From an optimization exercise on the open Yosys and OpenROAD flow, aimed at small area; shortcuts taken in it are not production practice.
Function was checked by simulation only, so behaviour that the tests miss may differ from the original.
No activity file was given, so power comes from the tool's default toggle rates.

==> flow/design.v (excerpt) <==
module esc_top #(
  parameter int tick_div = 64,
  parameter int debounce = 3
) (
  input  logic                              clk,
  input  logic                              reset,
  input  logic [esc_pkg::axil_addr_w-1:0]   awaddr,
  input  logic                              awvalid,
  output logic                              awready,
  input  logic [esc_pkg::axil_data_w-1:0]   wdata,
  input  logic [esc_pkg::axil_data_w/8-1:0] wstrb,
  input  logic                              wvalid,
  output logic                              wready,
  output logic [1:0]                        bresp,
  output logic                              bvalid,
  input  logic                              bready,
  input  logic [esc_pkg::axil_addr_w-1:0]   araddr,
  input  logic                              arvalid,
  output logic                              arready,
  output logic [esc_pkg::axil_data_w-1:0]   rdata,
  output logic [1:0]                        rresp,
  output logic                              rvalid,
  input  logic                              rready,
  input  logic                              encoder_a,
  input  logic                              encoder_b,
  input  logic                              pwm_en,
  output logic                              motor_positive,
  output logic                              motor_negative
);
  logic [15:0] pwm_period;
  logic [15:0] period_ref;
  logic [7:0]  kp;
  logic [7:0]  ki;
  logic [7:0]  ctrl_byte;    
  logic        aw_rdy;       
  logic        b_err;
  logic        r_err;
  logic [23:0] rd_q;         
  logic        resp_busy;
  logic        wr_hs;
  logic        rd_hs;
  logic        wr_err;
  logic        rd_err;
  logic [23:0] rd_word;
  logic [15:0] meas_period;
  logic [15:0] duty;
  logic [15:0] duty_now;
  logic [7:0]  kp_active;
  assign resp_busy = bvalid || rvalid;   
  assign wr_hs     = aw_rdy && awvalid && wvalid;
  assign rd_hs     = arready && arvalid;
  always_comb begin
    case (awaddr)
      8'h00, 8'h04, 8'h08, 8'h10, 8'h14, 8'h18: wr_err = 1'b0;   
      default:                                  wr_err = 1'b1;
    endcase
  end
  always_comb begin
    rd_err = 1'b0;
    case (araddr)
      8'h00:   rd_word = {8'b0, pwm_period};
      8'h04:   rd_word = {8'b0, period_ref};
  ...
For scale: about 2,100 cells after synthesis.
export LEC_CHECK = 0
export ABC_AREA = 1
export CAP_MARGIN = 20
export CORE_MARGIN = 2
export CORE_UTILIZATION = 40
export SLEW_MARGIN = 20
export SYNTH_HIERARCHICAL = 1
create_clock -name core_clock -period 20.0 [get_ports {clk}]
standard.sh (not shown) runs the stock make flow with config.mk's settings and CLKGATE_MAP_FILE= SYNTH_SCRIPT=/design/flow/synth_recipe.tcl, a recipe that flattens the netlist after the stock synthesis.
==> flow/flow/run.sh <==
#!/bin/bash
# Layout flow: the standard flow (standard.sh, unchanged synthesis),
# with two settings passed to ORFS's make:
#  - the input and output port buffers are sky130_fd_sc_hd__buf_1 (the
#    standard flow's buffer_ports picks a larger delay buffer);
#  - clock tree synthesis without dummy loads, with its own buffer list and
#    sink clustering (the standard flow's CTS_ARGS replaces ORFS's default arguments).
# Each tool's full output is in the ORFS logs under orfs/logs/, and make's
# output in flow_make.log in this folder.
set -euo pipefail
cd "$(dirname "$0")/.."
bash standard.sh \
  "BUFFER_PORTS_ARGS=-buffer_cell sky130_fd_sc_hd__buf_1" \
  "CTS_ARGS=-sink_clustering_enable -repair_clock_nets -dont_use_dummy_load -buf_list sky130_fd_sc_hd__clkbuf_4 -sink_clustering_size 10 -sink_clustering_max_diameter 50" \
  finish > flow_make.log 2>&1
The baseline went through all stages and came out clean.
==> next run, changes <==
--- a/flow/config.mk
+++ b/flow/config.mk
@@ -11 +11,2 @@
-export CORE_UTILIZATION = 40
+export CORE_UTILIZATION = 75
+export PLACE_DENSITY = 0.85
Result:
- via count grows by 4.2%
- count of clock-buffer cells in the layout went down by 3
- final area drops by 2.1%
- routed wire length falls by 5.8%
- power came out lower by 2.1%


esc_top, a different RTL version from the one above (not shown whole).
For scale: ~2300 cells after synthesis.
make LEC_CHECK=0 ABC_AREA=1 CAP_MARGIN=20 CORE_MARGIN=2 CORE_UTILIZATION=40 CTS_BUF_LIST=sky130_fd_sc_hd__clkbuf_4 SLEW_MARGIN=20 SYNTH_HIERARCHICAL=1 finish   # period 20.0 ns
run.sh (not shown) runs the stock make flow with config.mk's settings and CLKGATE_MAP_FILE= SYNTH_SCRIPT=/design/flow/synth_recipe.tcl, a recipe that flattens the netlist after the stock synthesis.
Stock flow here: none of the scripts above is used.
The starting point ran to the end with no violations.
==> next run, changes <==
--- a/flow/config.mk
+++ b/flow/config.mk
@@ -12 +11,0 @@
-export CTS_BUF_LIST = sky130_fd_sc_hd__clkbuf_4
=> Setup slack improved by 0.015 ns; flip-flop and latch count stays the same; first-iteration DRC count rose by 8.7%; register-to-register slack hardly moves; non-clock buffer count rose by 1; sequential share of layout area goes down by 0.21 points; area after synthesis does not change; critical path depth is unchanged; utilization came out higher by 0.35 points; hold slack is about the same.


Setup of job 101:
RTL: one of the versions met above, not the one the previous note started from.
Size in the first run: about 2100 cells after synthesis, roughly 290 flip-flops, ~110 I/O pins, roughly 0.018 mm² of cells after synthesis.
==> flow/config.mk <==
export PLATFORM = sky130hd
export DESIGN_NAME = esc_top
export DESIGN_NICKNAME = esc_top
export VERILOG_FILES = /design/flow/design.v
export SDC_FILE = /design/flow/constraint.sdc
export NUM_CORES = 4
export LEC_CHECK = 0
export ABC_AREA = 1
export CAP_MARGIN = 20
export CORE_MARGIN = 2
export CORE_UTILIZATION = 65
export PLACE_DENSITY = 0.75
export SLEW_MARGIN = 20
export SYNTH_HIERARCHICAL = 1
==> flow/constraint.sdc <==
create_clock -name core_clock -period 20.0 [get_ports {clk}]
set_input_delay 4.0000 -clock core_clock [delete_from_list [all_inputs] [get_ports {clk}]]
set_output_delay 4.0000 -clock core_clock [all_outputs]
set_load 0.01 [all_outputs]
standard.sh (not shown) runs the stock make flow with config.mk's settings and CLKGATE_MAP_FILE= SYNTH_SCRIPT=/design/flow/synth_recipe.tcl, a recipe that flattens the netlist after the stock synthesis.
==> flow/flow/run.sh <==
#!/bin/bash
# Layout flow: the standard flow (standard.sh, unchanged synthesis),
# with two settings passed to ORFS's make:
#  - the input and output port buffers are sky130_fd_sc_hd__buf_1 (the
#    standard flow's buffer_ports picks a larger delay buffer);
#  - clock tree synthesis without dummy loads, with its own buffer list and
#    sink clustering (ORFS's CTS_ARGS, which replaces its default arguments).
# Each tool's full output is in the ORFS logs under orfs/logs/, and make's
# output in flow_make.log in this folder.
set -euo pipefail
cd "$(dirname "$0")/.."
bash standard.sh \
  "BUFFER_PORTS_ARGS=-buffer_cell sky130_fd_sc_hd__buf_1" \
  "CTS_ARGS=-sink_clustering_enable -repair_clock_nets -dont_use_dummy_load -buf_list sky130_fd_sc_hd__clkbuf_4 -sink_clustering_size 10 -sink_clustering_max_diameter 50" \
  finish > flow_make.log 2>&1
### job 101 -> job 102
Settings: removing PLACE_DENSITY (formerly 0.75); changing CORE_UTILIZATION from 65 to 40.
diff --git a/flow/flow/run.sh b/flow/flow/run.sh
--- a/flow/flow/run.sh
+++ b/flow/flow/run.sh
@@ -6,3 +6,3 @@
 #  - clock tree synthesis without dummy loads, with its own buffer list and
-#    sink clustering (ORFS's CTS_ARGS, which replaces its default arguments).
+#    sink clustering (the standard flow's CTS_ARGS replaces ORFS's default arguments).
 # Each tool's full output is in the ORFS logs under orfs/logs/, and make's
@@ -13,3 +13,3 @@
   "BUFFER_PORTS_ARGS=-buffer_cell sky130_fd_sc_hd__buf_1" \
-  "CTS_ARGS=-sink_clustering_enable -repair_clock_nets -dont_use_dummy_load -buf_list sky130_fd_sc_hd__clkbuf_4 -sink_clustering_size 10 -sink_clustering_max_diameter 50" \
+  "CTS_ARGS=-sink_clustering_enable -repair_clock_nets -dont_use_dummy_load -buf_list sky130_fd_sc_hd__clkbuf_8 -sink_clustering_size 15 -sink_clustering_max_diameter 60" \
   finish > flow_make.log 2>&1
### Flow results
- Compared with job 101, final wirelength in job 102 increased by a few percent.
- Changes observed in job 102 relative to job 101: number of antenna repair diodes now smaller; highest achievable clock rate now smaller.
- Relative to job 101, final non-filler cell total increased by about 8% in job 102.
- Job 101 -> job 102: total non-filler cell area in the finished layout increased by a few percent
- The count of buffer and inverter cells on the critical path in job 102 sits 3 above the value recorded for job 101.
- Number of global-route vias before repair went down by a few percent going from job 101 to job 102.
- [compare] base=job 101 new=job 102: signal arrival time at the worst endpoint higher; clock buffer count in the final layout down 11.
## Diff of input files: job 103 against job 102
Settings: a change of ABC_AREA from 1 to 0.
Notes after the runs:
- Job 102 was carried through to the last stage, and its layout satisfied the timing, design-rule and antenna checks.
- Job 103: done, clean on timing, DRC and antenna
- Compared job 103 vs job 102, and non-clock buffer count is down in job 103.
- Higher total standard cell area after synthesis goes to job 103 over job 102.
- Comparing job 103 and job 102, the lower clock latency at the later pin of the worst-skew pair was measured on job 102.
- Job 103 vs. job 102: die area higher, cell count of the worst reg-to-reg path went down 7.1%, share of cell area taken by muxes after synthesis grew by 4.8 points.
- On final area: job 103 sits above job 102.
- Sequential power of job 102 is on par with job 103.
- Relative to job 102, the combinational power of job 103 is lower by about 4%.
- Looking at worst hold slack, job 103 sits 0.038 ns above job 102.
- Comparing final cell count for job 103 and job 102, the smaller number came from job 103.
Input changes introduced in job 104 (baseline for comparison: job 103):
Settings: a change of ABC_AREA from 0 to 1; a change of CORE_UTILIZATION from 40 to 65; a change of CAP_MARGIN from 20 to 0; an added PLACE_DENSITY of 0.75; a change of SLEW_MARGIN from 20 to 0.
diff --git a/flow/flow/run.sh b/flow/flow/run.sh
--- a/flow/flow/run.sh
+++ b/flow/flow/run.sh
@@ -13,3 +13,3 @@
   "BUFFER_PORTS_ARGS=-buffer_cell sky130_fd_sc_hd__buf_1" \
-  "CTS_ARGS=-sink_clustering_enable -repair_clock_nets -dont_use_dummy_load -buf_list sky130_fd_sc_hd__clkbuf_8 -sink_clustering_size 15 -sink_clustering_max_diameter 60" \
+  "CTS_ARGS=-sink_clustering_enable -repair_clock_nets -dont_use_dummy_load -buf_list sky130_fd_sc_hd__clkbuf_4 -sink_clustering_size 10 -sink_clustering_max_diameter 50" \
   finish > flow_make.log 2>&1
### Flow results
The lower deepest level of the CTS H-tree of job 104 and job 103 is in job 103.
In the flow results for job 104 and job 103, the diode insertion count for antenna repair is smaller on job 103.
Job 104 -> job 103: clock sink count delta 0, exact match
[job 104] non-clock buffer count fell 2 relative to job 103
In the tables for job 104 and job 103, layout overhead on the synthesized area reads higher with job 103.
In job 104 the clock buffer count from CTS turned out 10 higher than in job 103.
Looking at sequential share of layout area, job 104 sits 0.88 points above job 103.
[compare] base=job 103 new=job 104: routed wire length on met3 rose about 20%, fraction of cell area in non-clock buffers about even.
Area share of xor/xnor cells in the synthesized design: job 104 vs job 103 — no meaningful difference

[separate check: timing with driven ports]
No port has a modelled driver above. Below, the same layouts with a new extraction and two added sets of constraints.
Step 1, drivers: a clkbuf_16 drives clk and a buf_2 each remaining input, both assumed.
Step 2, shift: input delay + t, output delay - t, t = (earliest + latest rising clock arrival at the registers) / 2. This alone moves slack from input paths to output paths.
a / b / c = ideal ports / drivers / drivers and shift; a / b = the first two.
| run | t (ns) | setup WS [ns] | latest minus earliest clock arrival (ns) | cell pins on the clock port's net |
|---|---|---|---|---|
| the first run of note 1 | 0.775 | 1.269 / 1.269 / 1.269 | 0.087 / 0.086 | 1 |
| the second run of note 1 | 0.678 | 1.687 / 1.687 / 1.687 | 0.092 / 0.092 | 1 |
| the first run of note 2 | 0.801 | 0.840 / 0.840 / 0.840 | 0.048 / 0.049 | 1 |
| the second run of note 2 | 0.585 | 0.855 / 0.855 / 0.855 | 0.019 / 0.019 | 1 |
| job 101 | 0.680 | 1.517 / 1.517 / 1.517 | 0.108 / 0.108 | 1 |
| job 102 | 0.641 | 1.253 / 1.253 / 1.253 | 0.050 / 0.051 | 1 |
| job 103 | 0.628 | 1.227 / 1.227 / 1.227 | 0.132 / 0.131 | 1 |
| job 104 | 0.680 | 1.517 / 1.517 / 1.517 | 0.108 / 0.108 | 1 |
After both steps setup and hold are still met in every run listed.
